Background: an optimization exercise with open tools, aiming at small area. Do not read the settings as production practice.
The RTL was checked by simulation tests, not by an equivalence proof against the original design.
Power is estimated from default activity; no workload was simulated.

==> inputs of exp/quartz <==
==> flow/design.v <==
package EvtBuildPkg;
	localparam int WordW = 12;
	typedef logic [WordW-1:0] WordT;
	localparam int TagW = 36;
	typedef logic [31:0] EvtNumT;    
	localparam WordT MarkerA = 12'hF04;
	localparam WordT MarkerB = 12'h354;
	localparam logic [1:0] EvtNumFlag = 2'b10;
	localparam int MaxFragLen = 31;
	typedef logic [4:0] LenT;
endpackage
module FragBuf (
	input  logic Clock,
	input  logic rst,
	input  EvtBuildPkg::WordT WordIn,       
	input  logic WordValid,    
	input  logic WordLast,     
	input  logic Pop,          
	input  logic Retire,       
	output EvtBuildPkg::WordT HeadWord,     
	output logic [63:0] LastBits,    
	output logic [5:0] RdAddr,       
	output logic Ready,        
	output logic NoRoom        
);
	EvtBuildPkg::WordT Mem [64];
	logic [5:0] WrPtr, RdPtr;
	logic [6:0] Count;      
	logic [6:0] FragCnt;    
	logic Push;
	assign Push = WordValid && WordLast;
	for (genvar k = 0; k < 64; k++) begin : gSlot
		always_ff @(posedge Clock) begin
			if (WordValid && (WrPtr == k)) begin
				Mem[k] <= WordIn;
				LastBits[k] <= WordLast;
			end
		end
	end
	always_comb begin
		HeadWord = '0;
		for (int k = 0; k < 64; k++) begin
			HeadWord = HeadWord | (Mem[k] & {12{RdPtr == k}});
		end
	end
	assign RdAddr = RdPtr;
	assign Ready = (FragCnt != '0);
	assign NoRoom = (Count > 7'd33);
	always_ff @(posedge Clock) begin
		if (rst) begin
			WrPtr <= '0;
			RdPtr <= '0;
			Count <= '0;
			FragCnt <= '0;
		end else begin
			if (WordValid) WrPtr <= WrPtr + 1'b1;
			if (Pop) RdPtr <= RdPtr + 1'b1;
			if (WordValid && !Pop) begin
				Count <= Count + 1'b1;
			end else if (Pop && !WordValid) begin
				Count <= Count - 1'b1;
			end
			if (Push && !Retire) begin
				FragCnt <= FragCnt + 1'b1;
			end else if (Retire && !Push) begin
				FragCnt <= FragCnt - 1'b1;
			end
		end
	end
endmodule
module EventSequencer (
	input  logic Clock,
	input  logic rst,
	input  logic [3:0] Ready,      
	input  EvtBuildPkg::WordT [3:0] HeadWord,   
	input  logic [3:0][63:0] LastBits,          
	input  logic [3:0][5:0] RdAddr,             
	input  logic [3:0] Mask,       
	input  logic TagOut,                   
	input  EvtBuildPkg::WordT DeltaT,                   
	input  logic [EvtBuildPkg::TagW-1:0] TimeTag,       
	input  logic EthHold,                  
	output logic [3:0] Pop,        
	output logic [3:0] Retire,     
	output EvtBuildPkg::WordT DataOut,                  
	output logic Strobe,
	output logic EvStart,                  
	output EvtBuildPkg::EvtNumT NEvent                  
);
	localparam logic [3:0] Wait  = 4'd0;
	localparam logic [3:0] Start = 4'd1;
	localparam logic [3:0] MarkA = 4'd2;
	localparam logic [3:0] MarkB = 4'd3;
	localparam logic [3:0] Tag1  = 4'd4;
	localparam logic [3:0] Tag2  = 4'd5;
	localparam logic [3:0] Tag3  = 4'd6;
	localparam logic [3:0] DelT  = 4'd7;
	localparam logic [3:0] Num1  = 4'd8;
	localparam logic [3:0] Num2  = 4'd9;
	localparam logic [3:0] ChanX = 4'd10;
	localparam logic [3:0] Pad   = 4'd11;
	localparam logic [3:0] Done  = 4'd12;
	logic [3:0] State, NextState;
	logic [1:0] Chan, NextChan;    
	EvtBuildPkg::LenT WordCnt, NextCnt;    
	EvtBuildPkg::WordT NextWord;
	logic NextStrobe;
	logic Odd;    
	logic [EvtBuildPkg::TagW-1:0] TagReg;
	EvtBuildPkg::WordT DelTReg;
	logic TagOutReg;
	logic StartOk, LastChan;
	logic [1:0] HdrChan;    
	EvtBuildPkg::LenT HdrLen, FoundLen;
	EvtBuildPkg::WordT HdrWord;
	assign StartOk = (&(Ready | ~Mask)) && !EthHold;
	assign LastChan = (Chan == 2'd3);
	assign HdrChan = (State == Num2) ? 2'd0 : (Chan + {1'b0, !LastChan});
	logic [63:0] Lb;
	logic [5:0] Ra;
	logic [63:0] R0;
	logic [47:0] R1;
	logic [39:0] R2;
	logic [35:0] R3;
	logic [33:0] R4;
	logic [31:0] R5;
	logic [30:0] Win;
	assign Lb = LastBits[HdrChan];
	assign Ra = RdAddr[HdrChan];
	assign R0 = Ra[5] ? {Lb[31:0], Lb[63:32]} : Lb;
	assign R1 = Ra[4] ? R0[63:16] : R0[47:0];
	assign R2 = Ra[3] ? R1[47:8] : R1[39:0];
	assign R3 = Ra[2] ? R2[39:4] : R2[35:0];
	assign R4 = Ra[1] ? R3[35:2] : R3[33:0];
	assign R5 = Ra[0] ? R4[32:1] : R4[31:0];
	assign Win = R5[30:0];
	always_comb begin
		FoundLen = 5'd31;
		for (int j = 30; j >= 0; j--) begin
			if (Win[j]) FoundLen = j[4:0] + 5'd1;
		end
	end
	assign HdrLen = Mask[HdrChan] ? FoundLen : '0;    
	assign HdrWord = {2'b00, HdrChan, NEvent[2:0], HdrLen};
	assign EvStart = (State == Start);
	always_comb begin
		NextState = State;
		NextChan = Chan;
		NextCnt = WordCnt;
		NextWord = '0;
		NextStrobe = 1'b0;
		Pop = '0;
		Retire = '0;
		case (State)
			Wait: begin
				if (StartOk) NextState = Start;
			end
			Start: begin
				NextState = MarkA;
				NextWord = EvtBuildPkg::MarkerA;
				NextStrobe = 1'b1;
			end
			MarkA: begin
				NextState = MarkB;
				NextWord = EvtBuildPkg::MarkerB;
				NextStrobe = 1'b1;
			end
			MarkB: begin
				NextStrobe = 1'b1;
				if (TagOutReg) begin
					NextState = Tag1;
					NextWord = TagReg[35:24];
				end else begin
					NextState = DelT;
					NextWord = DelTReg;
				end
			end
			Tag1: begin
				NextState = Tag2;
				NextWord = TagReg[23:12];
				NextStrobe = 1'b1;
			end
			Tag2: begin
				NextState = Tag3;
				NextWord = TagReg[11:0];
				NextStrobe = 1'b1;
			end
			Tag3: begin
				NextState = DelT;
				NextWord = DelTReg;
				NextStrobe = 1'b1;
			end
			DelT: begin
				NextState = Num1;
				NextWord = {EvtBuildPkg::EvtNumFlag, NEvent[21:12]};
				NextStrobe = 1'b1;
			end
			Num1: begin
				NextState = Num2;
				NextWord = NEvent[11:0];
				NextStrobe = 1'b1;
			end
			Num2: begin
				NextState = ChanX;
				NextChan = HdrChan;
				NextCnt = HdrLen;
				NextWord = HdrWord;
				NextStrobe = 1'b1;
			end
			ChanX: begin
				if (WordCnt != '0) begin
					NextWord = HeadWord[Chan];
					NextCnt = WordCnt - 1'b1;
					NextStrobe = 1'b1;
					Pop[Chan] = 1'b1;
					Retire[Chan] = (WordCnt == 5'd1);
				end else if (!LastChan) begin
					NextChan = HdrChan;
					NextCnt = HdrLen;
					NextWord = HdrWord;
					NextStrobe = 1'b1;
				end else if (Odd) begin
					NextState = Pad;    
					NextStrobe = 1'b1;
				end else begin
					NextState = Done;
				end
			end
			Pad: begin
				NextState = Done;
			end
			Done: begin
				NextState = Wait;
			end
			default: begin
				NextState = Wait;
			end
		endcase
	end
	always_ff @(posedge Clock) begin
		if (rst) begin
			State <= Wait;
			Chan <= '0;
			WordCnt <= '0;
			Odd <= 1'b0;
			Strobe <= 1'b0;
		end else begin
			State <= NextState;
			Chan <= NextChan;
			WordCnt <= NextCnt;
			Strobe <= NextStrobe;
			if (State == Wait) begin
				Odd <= 1'b0;    
			end else if (NextStrobe) begin
				Odd <= ~Odd;
			end
		end
	end
	always_ff @(posedge Clock) begin
		DataOut <= NextWord;
	end
	always_ff @(posedge Clock) begin
		if (State == Start) begin
			TagReg <= TimeTag;
			DelTReg <= DeltaT;
		end
	end
	always_ff @(posedge Clock) begin
		if (rst) begin
			TagOutReg <= 1'b0;
			NEvent <= '0;
		end else begin
			if (State == Start) TagOutReg <= TagOut;
			if (NextState == Done) NEvent <= NEvent + 1'b1;    
		end
	end
endmodule
module EvtBuild
#(
	parameter int NumChan = 4,      
	parameter int FragDepth = 64    
) (
	input  logic Clock,
	input  logic rst,
	input  logic [NumChan*EvtBuildPkg::WordW-1:0] WordIn,    
	input  logic [NumChan-1:0] WordValid,
	input  logic [NumChan-1:0] WordLast,    
	input  logic [NumChan-1:0] Mask,        
	input  logic TagOut,                    
	input  EvtBuildPkg::WordT DeltaT,
	input  logic [EvtBuildPkg::TagW-1:0] TimeTag,
	input  logic EthHold,                   
	output EvtBuildPkg::WordT DataOut,                   
	output logic Strobe,                    
	output logic EvStart,
	output logic [NumChan-1:0] BufRdy,      
	output logic HoldSnd,                   
	output EvtBuildPkg::EvtNumT NEvent
);
	logic [3:0] Ready;
	logic [3:0] NoRoom;
	logic [3:0] Pop, Retire;
	EvtBuildPkg::WordT [3:0] HeadWord;
	logic [3:0][63:0] LastBits;
	logic [3:0][5:0] RdAddr;
	for (genvar i = 0; i < 4; i++) begin : gChan
		FragBuf uBuf (
			.Clock(Clock),
			.rst(rst),
			.WordIn(WordIn[i*EvtBuildPkg::WordW +: EvtBuildPkg::WordW]),
			.WordValid(WordValid[i]),
			.WordLast(WordLast[i]),
			.Pop(Pop[i]),
			.Retire(Retire[i]),
			.HeadWord(HeadWord[i]),
			.LastBits(LastBits[i]),
			.RdAddr(RdAddr[i]),
			.Ready(Ready[i]),
			.NoRoom(NoRoom[i])
		);
	end
	EventSequencer uSeq (
		.Clock(Clock),
		.rst(rst),
		.Ready(Ready),
		.HeadWord(HeadWord),
		.LastBits(LastBits),
		.RdAddr(RdAddr),
		.Mask(Mask),
		.TagOut(TagOut),
		.DeltaT(DeltaT),
		.TimeTag(TimeTag),
		.EthHold(EthHold),
		.Pop(Pop),
		.Retire(Retire),
		.DataOut(DataOut),
		.Strobe(Strobe),
		.EvStart(EvStart),
		.NEvent(NEvent)
	);
	assign BufRdy = Ready;
	assign HoldSnd = |(NoRoom & Mask);    
endmodule
==> flow/run.sh <==
#!/bin/bash
# synth_recipe.tcl (not shown) runs the flow's synth.tcl, then flattens the netlist and writes it again
# the make line also repeats each setting of config.mk as NAME=value (left out here)
make -C /OpenROAD-flow-scripts/flow DESIGN_CONFIG=/design/flow/config.mk WORK_HOME=/design/flow/orfs CLKGATE_MAP_FILE= SYNTH_SCRIPT=/design/flow/synth_recipe.tcl finish
==> flow/config.mk <==
export PLATFORM = sky130hd
export DESIGN_NAME = EvtBuild
export DESIGN_NICKNAME = EvtBuild
export VERILOG_FILES = /design/flow/design.v
export SDC_FILE = /design/flow/constraint.sdc
export NUM_CORES = 4
export LEC_CHECK = 0
export CAP_MARGIN = 20
export CORE_MARGIN = 2
export CORE_UTILIZATION = 40
export SLEW_MARGIN = 20
==> flow/constraint.sdc <==
create_clock -name core_clock -period 10.0 [get_ports {Clock}]
set_input_delay 2.0000 -clock core_clock [delete_from_list [all_inputs] [get_ports {Clock}]]
set_output_delay 2.0000 -clock core_clock [all_outputs]
set_load 0.01 [all_outputs]
==> exp/fjord (differences from exp/quartz) <==
--- a/flow/design.v
+++ b/flow/design.v
@@ -19,42 +19,37 @@
 	input  logic Retire,       
 	output EvtBuildPkg::WordT HeadWord,     
 	output logic [63:0] LastBits,    
-	output logic [5:0] RdAddr,       
+	output logic [6:0] Count,        
 	output logic Ready,        
 	output logic NoRoom        
 );
 	EvtBuildPkg::WordT Mem [64];
-	logic [5:0] WrPtr, RdPtr;
-	logic [6:0] Count;      
 	logic [6:0] FragCnt;    
 	logic Push;
 	assign Push = WordValid && WordLast;
-	for (genvar k = 0; k < 64; k++) begin : gSlot
-		always_ff @(posedge Clock) begin
-			if (WordValid && (WrPtr == k)) begin
-				Mem[k] <= WordIn;
-				LastBits[k] <= WordLast;
+	always_ff @(posedge Clock) begin
+		if (WordValid) begin
+			Mem[0] <= WordIn;
+			LastBits[0] <= WordLast;
+			for (int k = 1; k < 64; k++) begin
+				Mem[k] <= Mem[k-1];
+				LastBits[k] <= LastBits[k-1];
 			end
 		end
 	end
 	always_comb begin
 		HeadWord = '0;
 		for (int k = 0; k < 64; k++) begin
-			HeadWord = HeadWord | (Mem[k] & {12{RdPtr == k}});
+			HeadWord = HeadWord | (Mem[k] & {12{Count == (k + 1)}});
 		end
 	end
-	assign RdAddr = RdPtr;
 	assign Ready = (FragCnt != '0);
 	assign NoRoom = (Count > 7'd33);
 	always_ff @(posedge Clock) begin
 		if (rst) begin
-			WrPtr <= '0;
-			RdPtr <= '0;
 			Count <= '0;
 			FragCnt <= '0;
 		end else begin
-			if (WordValid) WrPtr <= WrPtr + 1'b1;
-			if (Pop) RdPtr <= RdPtr + 1'b1;
 			if (WordValid && !Pop) begin
 				Count <= Count + 1'b1;
 			end else if (Pop && !WordValid) begin
@@ -74,7 +69,7 @@
 	input  logic [3:0] Ready,      
 	input  EvtBuildPkg::WordT [3:0] HeadWord,   
 	input  logic [3:0][63:0] LastBits,          
-	input  logic [3:0][5:0] RdAddr,             
+	input  logic [3:0][6:0] WordCount,          
 	input  logic [3:0] Mask,       
 	input  logic TagOut,                   
 	input  EvtBuildPkg::WordT DeltaT,                   
@@ -116,30 +111,19 @@
 	assign StartOk = (&(Ready | ~Mask)) && !EthHold;
 	assign LastChan = (Chan == 2'd3);
 	assign HdrChan = (State == Num2) ? 2'd0 : (Chan + {1'b0, !LastChan});
-	logic [63:0] Lb;
-	logic [5:0] Ra;
-	logic [63:0] R0;
-	logic [47:0] R1;
-	logic [39:0] R2;
-	logic [35:0] R3;
-	logic [33:0] R4;
-	logic [31:0] R5;
-	logic [30:0] Win;
+	logic [63:0] Lb, Below;
+	logic [6:0] Cnt;
+	logic [5:0] EndSlot;
 	assign Lb = LastBits[HdrChan];
-	assign Ra = RdAddr[HdrChan];
-	assign R0 = Ra[5] ? {Lb[31:0], Lb[63:32]} : Lb;
-	assign R1 = Ra[4] ? R0[63:16] : R0[47:0];
-	assign R2 = Ra[3] ? R1[47:8] : R1[39:0];
-	assign R3 = Ra[2] ? R2[39:4] : R2[35:0];
-	assign R4 = Ra[1] ? R3[35:2] : R3[33:0];
-	assign R5 = Ra[0] ? R4[32:1] : R4[31:0];
-	assign Win = R5[30:0];
+	assign Cnt = WordCount[HdrChan];
 	always_comb begin
-		FoundLen = 5'd31;
-		for (int j = 30; j >= 0; j--) begin
-			if (Win[j]) FoundLen = j[4:0] + 5'd1;
+		for (int k = 0; k < 64; k++) Below[k] = Lb[k] && (Cnt > k);
+		EndSlot = '0;
+		for (int k = 0; k < 64; k++) begin
+			if (Below[k]) EndSlot = k[5:0];
 		end
 	end
+	assign FoundLen = Cnt[4:0] - EndSlot[4:0];    
 	assign HdrLen = Mask[HdrChan] ? FoundLen : '0;    
 	assign HdrWord = {2'b00, HdrChan, NEvent[2:0], HdrLen};
 	assign EvStart = (State == Start);
@@ -302,7 +286,7 @@
 	logic [3:0] Pop, Retire;
 	EvtBuildPkg::WordT [3:0] HeadWord;
 	logic [3:0][63:0] LastBits;
-	logic [3:0][5:0] RdAddr;
+	logic [3:0][6:0] WordCount;
 	for (genvar i = 0; i < 4; i++) begin : gChan
 		FragBuf uBuf (
 			.Clock(Clock),
@@ -314,7 +298,7 @@
 			.Retire(Retire[i]),
 			.HeadWord(HeadWord[i]),
 			.LastBits(LastBits[i]),
-			.RdAddr(RdAddr[i]),
+			.Count(WordCount[i]),
 			.Ready(Ready[i]),
 			.NoRoom(NoRoom[i])
 		);
@@ -325,7 +309,7 @@
 		.Ready(Ready),
 		.HeadWord(HeadWord),
 		.LastBits(LastBits),
-		.RdAddr(RdAddr),
+		.WordCount(WordCount),
 		.Mask(Mask),
 		.TagOut(TagOut),
 		.DeltaT(DeltaT),
==> flow/flow/run.sh (new file) <==
#!/bin/bash
# The standard layout (standard.sh) with these changes to how it is built:
# - technology mapping uses flow/abc_area.script (two rounds of choice-based
#   area mapping) instead of ORFS's abc_speed.script; everything else in
#   synthesis, including the registers, is ORFS's and the standard flow's own
# - clock tree from clkbuf_16 cells in clusters of up to 25 flip-flops within
#   100 um, with no dummy loads added to balance the tree
# - port buffers are buf_1 cells
# make's full output goes to standard.log; ORFS's per-step logs are under orfs/logs.
set -euo pipefail
rm -rf scripts_abc
cp -r "$FLOW_HOME/scripts" scripts_abc
cp flow/abc_area.script scripts_abc/abc_speed.script
export CTS_ARGS="-sink_clustering_enable -repair_clock_nets -dont_use_dummy_load -buf_list {sky130_fd_sc_hd__clkbuf_16} -sink_clustering_size 25 -sink_clustering_max_diameter 100"
export BUFFER_PORTS_ARGS="-buffer_cell sky130_fd_sc_hd__buf_1"
bash standard.sh SCRIPTS_DIR="$PWD/scripts_abc" finish > standard.log 2>&1
==> flow/flow/abc_area.script (new file) <==
&get -n
&st
&dch
&nf -R 1000
&st
&syn2
&dch
&nf -R 1000
&put
topo
dnsize -c
==> flow/standard.sh (new file) <==
#!/bin/bash
# synth_recipe.tcl (not shown) runs the flow's synth.tcl, then flattens the netlist and writes it again
# the make line also repeats each setting of config.mk as NAME=value (left out here)
make -C /OpenROAD-flow-scripts/flow DESIGN_CONFIG=/design/flow/config.mk WORK_HOME=/design/flow/orfs CLKGATE_MAP_FILE= SYNTH_SCRIPT=/design/flow/synth_recipe.tcl "${@:-finish}"
removed: flow/run.sh
==> exp/xenon (differences from exp/quartz) <==
--- a/flow/design.v
+++ b/flow/design.v
@@ -19,42 +19,37 @@
 	input  logic Retire,       
 	output EvtBuildPkg::WordT HeadWord,     
 	output logic [63:0] LastBits,    
-	output logic [5:0] RdAddr,       
+	output logic [6:0] Count,        
 	output logic Ready,        
 	output logic NoRoom        
 );
 	EvtBuildPkg::WordT Mem [64];
-	logic [5:0] WrPtr, RdPtr;
-	logic [6:0] Count;      
 	logic [6:0] FragCnt;    
 	logic Push;
 	assign Push = WordValid && WordLast;
-	for (genvar k = 0; k < 64; k++) begin : gSlot
-		always_ff @(posedge Clock) begin
-			if (WordValid && (WrPtr == k)) begin
-				Mem[k] <= WordIn;
-				LastBits[k] <= WordLast;
+	always_ff @(posedge Clock) begin
+		if (WordValid) begin
+			Mem[0] <= WordIn;
+			LastBits[0] <= WordLast;
+			for (int k = 1; k < 64; k++) begin
+				Mem[k] <= Mem[k-1];
+				LastBits[k] <= LastBits[k-1];
 			end
 		end
 	end
 	always_comb begin
 		HeadWord = '0;
 		for (int k = 0; k < 64; k++) begin
-			HeadWord = HeadWord | (Mem[k] & {12{RdPtr == k}});
+			HeadWord = HeadWord | (Mem[k] & {12{Count == (k + 1)}});
 		end
 	end
-	assign RdAddr = RdPtr;
 	assign Ready = (FragCnt != '0);
 	assign NoRoom = (Count > 7'd33);
 	always_ff @(posedge Clock) begin
 		if (rst) begin
-			WrPtr <= '0;
-			RdPtr <= '0;
 			Count <= '0;
 			FragCnt <= '0;
 		end else begin
-			if (WordValid) WrPtr <= WrPtr + 1'b1;
-			if (Pop) RdPtr <= RdPtr + 1'b1;
 			if (WordValid && !Pop) begin
 				Count <= Count + 1'b1;
 			end else if (Pop && !WordValid) begin
@@ -74,7 +69,7 @@
 	input  logic [3:0] Ready,      
 	input  EvtBuildPkg::WordT [3:0] HeadWord,   
 	input  logic [3:0][63:0] LastBits,          
-	input  logic [3:0][5:0] RdAddr,             
+	input  logic [3:0][6:0] WordCount,          
 	input  logic [3:0] Mask,       
 	input  logic TagOut,                   
 	input  EvtBuildPkg::WordT DeltaT,                   
@@ -116,30 +111,19 @@
 	assign StartOk = (&(Ready | ~Mask)) && !EthHold;
 	assign LastChan = (Chan == 2'd3);
 	assign HdrChan = (State == Num2) ? 2'd0 : (Chan + {1'b0, !LastChan});
-	logic [63:0] Lb;
-	logic [5:0] Ra;
-	logic [63:0] R0;
-	logic [47:0] R1;
-	logic [39:0] R2;
-	logic [35:0] R3;
-	logic [33:0] R4;
-	logic [31:0] R5;
-	logic [30:0] Win;
+	logic [63:0] Lb, Below;
+	logic [6:0] Cnt;
+	logic [5:0] EndSlot;
 	assign Lb = LastBits[HdrChan];
-	assign Ra = RdAddr[HdrChan];
-	assign R0 = Ra[5] ? {Lb[31:0], Lb[63:32]} : Lb;
-	assign R1 = Ra[4] ? R0[63:16] : R0[47:0];
-	assign R2 = Ra[3] ? R1[47:8] : R1[39:0];
-	assign R3 = Ra[2] ? R2[39:4] : R2[35:0];
-	assign R4 = Ra[1] ? R3[35:2] : R3[33:0];
-	assign R5 = Ra[0] ? R4[32:1] : R4[31:0];
-	assign Win = R5[30:0];
+	assign Cnt = WordCount[HdrChan];
 	always_comb begin
-		FoundLen = 5'd31;
-		for (int j = 30; j >= 0; j--) begin
-			if (Win[j]) FoundLen = j[4:0] + 5'd1;
+		for (int k = 0; k < 64; k++) Below[k] = Lb[k] && (Cnt > k);
+		EndSlot = '0;
+		for (int k = 0; k < 64; k++) begin
+			if (Below[k]) EndSlot = k[5:0];
 		end
 	end
+	assign FoundLen = Cnt[4:0] - EndSlot[4:0];    
 	assign HdrLen = Mask[HdrChan] ? FoundLen : '0;    
 	assign HdrWord = {2'b00, HdrChan, NEvent[2:0], HdrLen};
 	assign EvStart = (State == Start);
@@ -302,7 +286,7 @@
 	logic [3:0] Pop, Retire;
 	EvtBuildPkg::WordT [3:0] HeadWord;
 	logic [3:0][63:0] LastBits;
-	logic [3:0][5:0] RdAddr;
+	logic [3:0][6:0] WordCount;
 	for (genvar i = 0; i < 4; i++) begin : gChan
 		FragBuf uBuf (
 			.Clock(Clock),
@@ -314,7 +298,7 @@
 			.Retire(Retire[i]),
 			.HeadWord(HeadWord[i]),
 			.LastBits(LastBits[i]),
-			.RdAddr(RdAddr[i]),
+			.Count(WordCount[i]),
 			.Ready(Ready[i]),
 			.NoRoom(NoRoom[i])
 		);
@@ -325,7 +309,7 @@
 		.Ready(Ready),
 		.HeadWord(HeadWord),
 		.LastBits(LastBits),
-		.RdAddr(RdAddr),
+		.WordCount(WordCount),
 		.Mask(Mask),
 		.TagOut(TagOut),
 		.DeltaT(DeltaT),
==> flow/flow/run.sh (new file) <==
#!/bin/bash
# The standard layout (standard.sh) with these changes to how it is built:
# - technology mapping uses flow/abc_area.script (two rounds of choice-based
#   area mapping) instead of ORFS's abc_speed.script; everything else in
#   synthesis, including the registers, is ORFS's and the standard flow's own
# - clock tree from clkbuf_16 cells in clusters of up to 25 flip-flops within
#   100 um, with no dummy loads added to balance the tree
# - port buffers are buf_1 cells
# make's full output goes to standard.log; ORFS's per-step logs are under orfs/logs.
set -euo pipefail
rm -rf scripts_abc
cp -r "$FLOW_HOME/scripts" scripts_abc
cp flow/abc_area.script scripts_abc/abc_speed.script
export CTS_ARGS="-sink_clustering_enable -repair_clock_nets -dont_use_dummy_load -buf_list {sky130_fd_sc_hd__clkbuf_16} -sink_clustering_size 25 -sink_clustering_max_diameter 100"
export BUFFER_PORTS_ARGS="-buffer_cell sky130_fd_sc_hd__buf_1"
bash standard.sh SCRIPTS_DIR="$PWD/scripts_abc" finish > standard.log 2>&1
==> flow/flow/abc_area.script (new file) <==
&get -n
&st
&dch
&nf -R 1000
&st
&syn2
&dch
&nf -R 1000
&put
topo
dnsize -c
==> flow/standard.sh (new file) <==
#!/bin/bash
# synth_recipe.tcl (not shown) runs the flow's synth.tcl, then flattens the netlist and writes it again
# the make line also repeats each setting of config.mk as NAME=value (left out here)
make -C /OpenROAD-flow-scripts/flow DESIGN_CONFIG=/design/flow/config.mk WORK_HOME=/design/flow/orfs CLKGATE_MAP_FILE= SYNTH_SCRIPT=/design/flow/synth_recipe.tcl "${@:-finish}"
CORE_UTILIZATION = 45   (was 40)
removed: flow/run.sh
==> results.txt <==
	exp/quartz	exp/xenon	exp/fjord
Status	no timing/DRC/antenna violations	no timing/DRC/antenna violations	no timing/DRC/antenna violations
Final net count	9385	7873	7879
Area enclosed by the die boundary	349000 sq um	286000 sq um	321000 sq um
Worst R2R End	uSeq.DataOut[1]	uSeq.WordCnt[2]	uSeq.WordCnt[4]
Cell Area, Placed	148000 sq um	135000 sq um	136000 sq um
Worst Tran Pin Value	1.36 ns	1.27 ns	1.25 ns
Post-DP HPWL	366000 um	285000 um	290000 um
Leakage power summed over all cells	50.5 nW	45.2 nW	45.3 nW
Routed met2 length	249000 um	187000 um	186000 um
#FFs+latches synth	3538	3490	3490
Clock network share of area	7.25%	2.98%	2.97%
Gate count after technology mapping	8629	6998	6998
Violation count after the first detailed-route iteration	17.6k	19.2k	20.0k
Count of cells along the worst hold path	2	0	0
GR Layer Usage met1	43.0%	41.6%	36.7%
Part of the power in the clock network	43.5%	27.8%	27.8%
Layout filler cell count	29.3k	23.0k	27.2k
Number of distinct standard cells referenced by the synthesized netlist	90	57	57

[re-timing with driven ports]
The flow's constraints put no driver on any port. The routed layouts listed below were extracted and timed again, unchanged, in two steps.
Step 1 (the two cells are an assumption about what drives the block):
set clk [get_ports {Clock}]
set_driving_cell -lib_cell sky130_fd_sc_hd__clkbuf_16 $clk
set_driving_cell -lib_cell sky130_fd_sc_hd__buf_2 [delete_from_list [all_inputs] $clk]
Step 2 also shifts input and output timing later by t, the mid clock arrival at the registers, as if the neighbouring blocks saw the same clock.
Three values: ideal ports, drivers, drivers and shift; two values: the first two.
| run | t, ns | setup slack, ns | worst data-port slew with drivers (ns) |
|---|---|---|---|
| exp/quartz | 1.052 | 3.397 / 3.397 / 3.397 | 0.08 |
| exp/fjord | 0.940 | 1.050 / 1.050 / 1.050 | 0.28 |
| exp/xenon | 0.971 | 1.276 / 1.276 / 1.276 | 0.27 |
After both steps every run listed still meets setup and hold.
